Source: an optimization exercise on an open RTL-to-GDS flow (aim: small area). Production flows keep margins and buffers that such runs may drop. Where RTL was checked, it was by simulation tests only, not by an equivalence proof against the original. Power figures rest on the tool's default switching activity, not on a simulated workload.

Design perf_monitor_top, start of the top module:
module perf_monitor_top (
  input  logic                                clk_i,
  input  logic                                rst_ni,
  input  logic                                instr_ret_i,
  input  logic                                imiss_i,
  input  logic                                jump_i,
  input  logic                                branch_i,
  input  logic                                branch_taken_i,
  input  logic [perf_pkg::NUM_EXT_EVENTS-1:0] ext_event_i,
  input  logic                                data_req_i,
  input  logic                                data_gnt_i,
  input  logic                                data_we_i,
  input  logic                                csr_access_i,
  input  logic [csr_pkg::CSR_ADDR_W-1:0]      csr_addr_i,
  input  csr_pkg::csr_op_t                    csr_op_i,
  input  logic [31:0]                         csr_wdata_i,
  output logic [31:0]                         csr_rdata_o,
  output logic                                csr_illegal_o
);
clock: 8.0 ns
lec_check: 0
cap_margin: 20
core_margin: 2
core_utilization: 55
slew_margin: 20
synth_hierarchical: 1
run.sh (not shown) runs the stock make flow with config.mk's settings and CLKGATE_MAP_FILE= SYNTH_SCRIPT=/design/flow/synth_recipe.tcl, a recipe that flattens the netlist after the stock synthesis.
Edit:
==> flow/flow/run.sh (new file) <==
#!/bin/bash
# The standard layout, with plain minimum-size port buffers and a clock
# tree built from smaller buffers without dummy loads.
set -euo pipefail
export BUFFER_PORTS_ARGS="-buffer_cell sky130_fd_sc_hd__buf_1"
export CTS_ARGS="-sink_clustering_enable -repair_clock_nets -dont_use_dummy_load -buf_list {sky130_fd_sc_hd__clkbuf_4 sky130_fd_sc_hd__clkbuf_8}"
bash standard.sh > standard_make.log 2>&1
==> flow/standard.sh (new file) <==
#!/bin/bash
# synth_recipe.tcl (not shown) runs the flow's synth.tcl, then flattens the netlist and writes it again
# the make line also repeats each setting of config.mk as NAME=value (left out here)
make -C /OpenROAD-flow-scripts/flow DESIGN_CONFIG=/design/flow/config.mk WORK_HOME=/design/flow/orfs CLKGATE_MAP_FILE= SYNTH_SCRIPT=/design/flow/synth_recipe.tcl "${@:-finish}"
removed: flow/run.sh
After rerunning: The changed run completed without violations. Die area is unchanged. Sequential power hardly moves. Via count rises by about 1.2%. Design area falls by 3.7%. Clock skew rises by 22 ps. Area after synthesis stays the same. Global-route usage rises by 0.23 points. Wire length rises by 0.62%.
No functional check of the RTL was part of any run of this note.


perf_monitor_top, a different RTL version from the one above (not shown whole).
For scale: roughly 1900 cells after synthesis.
==> flow/config.mk <==
export PLATFORM = sky130hd
export DESIGN_NAME = perf_monitor_top
export DESIGN_NICKNAME = perf_monitor_top
export VERILOG_FILES = /design/flow/design.v
export SDC_FILE = /design/flow/constraint.sdc
export NUM_CORES = 4
export LEC_CHECK = 0
export CAP_MARGIN = 20
export CORE_MARGIN = 2
export CORE_UTILIZATION = 75
export SLEW_MARGIN = 20
export SYNTH_HIERARCHICAL = 1
==> flow/constraint.sdc <==
create_clock -name core_clock -period 8.0 [get_ports {clk_i}]
set_input_delay 1.6000 -clock core_clock [delete_from_list [all_inputs] [get_ports {clk_i}]]
set_output_delay 1.6000 -clock core_clock [all_outputs]
set_load 0.01 [all_outputs]
standard.sh (not shown) runs the stock make flow with config.mk's settings and CLKGATE_MAP_FILE= SYNTH_SCRIPT=/design/flow/synth_recipe.tcl, a recipe that flattens the netlist after the stock synthesis.
==> flow/flow/run.sh <==
#!/bin/bash
# The standard layout (the standard.sh), with two changes: the port
# buffers are the minimum-size buffer, and the clock tree is built from
# clkbuf_8 cells over clusters of at most 16 flip-flops, without dummy loads.
set -euo pipefail
export BUFFER_PORTS_ARGS="-buffer_cell sky130_fd_sc_hd__buf_1"
export CTS_ARGS="-sink_clustering_enable -repair_clock_nets -dont_use_dummy_load -buf_list {sky130_fd_sc_hd__clkbuf_8} -sink_clustering_size 16 -sink_clustering_max_diameter 60"
bash standard.sh > standard_make.log 2>&1
The baseline produced a clean layout.
==> next run, changes <==
==> flow/flow/run.sh (replaced) <==
#!/bin/bash
# The standard layout (the standard.sh), with three changes: the port
# buffers are the minimum-size buffer, the clock tree is built from clkbuf_8
# cells over clusters of at most 16 flip-flops without dummy loads, and after
# global routing gates off the critical paths are sized down (ORFS's
# RECOVER_POWER step).
set -euo pipefail
export BUFFER_PORTS_ARGS="-buffer_cell sky130_fd_sc_hd__buf_1"
export CTS_ARGS="-sink_clustering_enable -repair_clock_nets -dont_use_dummy_load -buf_list {sky130_fd_sc_hd__clkbuf_8} -sink_clustering_size 16 -sink_clustering_max_diameter 60"
export RECOVER_POWER=100
bash standard.sh > standard_make.log 2>&1
Result: With this change the flow reached the layout checks and failed them: max-capacitance violations, max-slew violations; clock power barely changes; hold slack stays flat; routed wire length hardly moves; clock skew hardly moves.

-- re-timing with driven ports --
The flow's constraints put no driver on any port. The routed layouts listed below were extracted and timed again, unchanged, in two steps. Step 1: set_driving_cell puts a clkbuf_16 on clk_i and a buf_2 on each other input, an assumption about the parent block. Step 2 also shifts input and output timing later by t, the mid clock arrival at the registers, as if the neighbouring blocks saw the same clock. a / b / c = ideal ports / drivers / drivers and shift; a / b = the first two.
run	t, ns	setup slack, ns	worst setup path at the end
the first run of note 1	0.659	0.755 / 0.733 / 0.403	input to register
the second run of note 1	0.696	1.034 / 1.062 / 0.367	input to register
the first run of note 2	0.623	1.070 / 1.101 / 0.478	input to register
the second run of note 2	0.621	0.479 / 0.456 / 0.173	input to register
For the second run of note 1, which loses most, drivers alone change the setup slack by +0.028 ns; drivers and shift together by -0.667 ns.
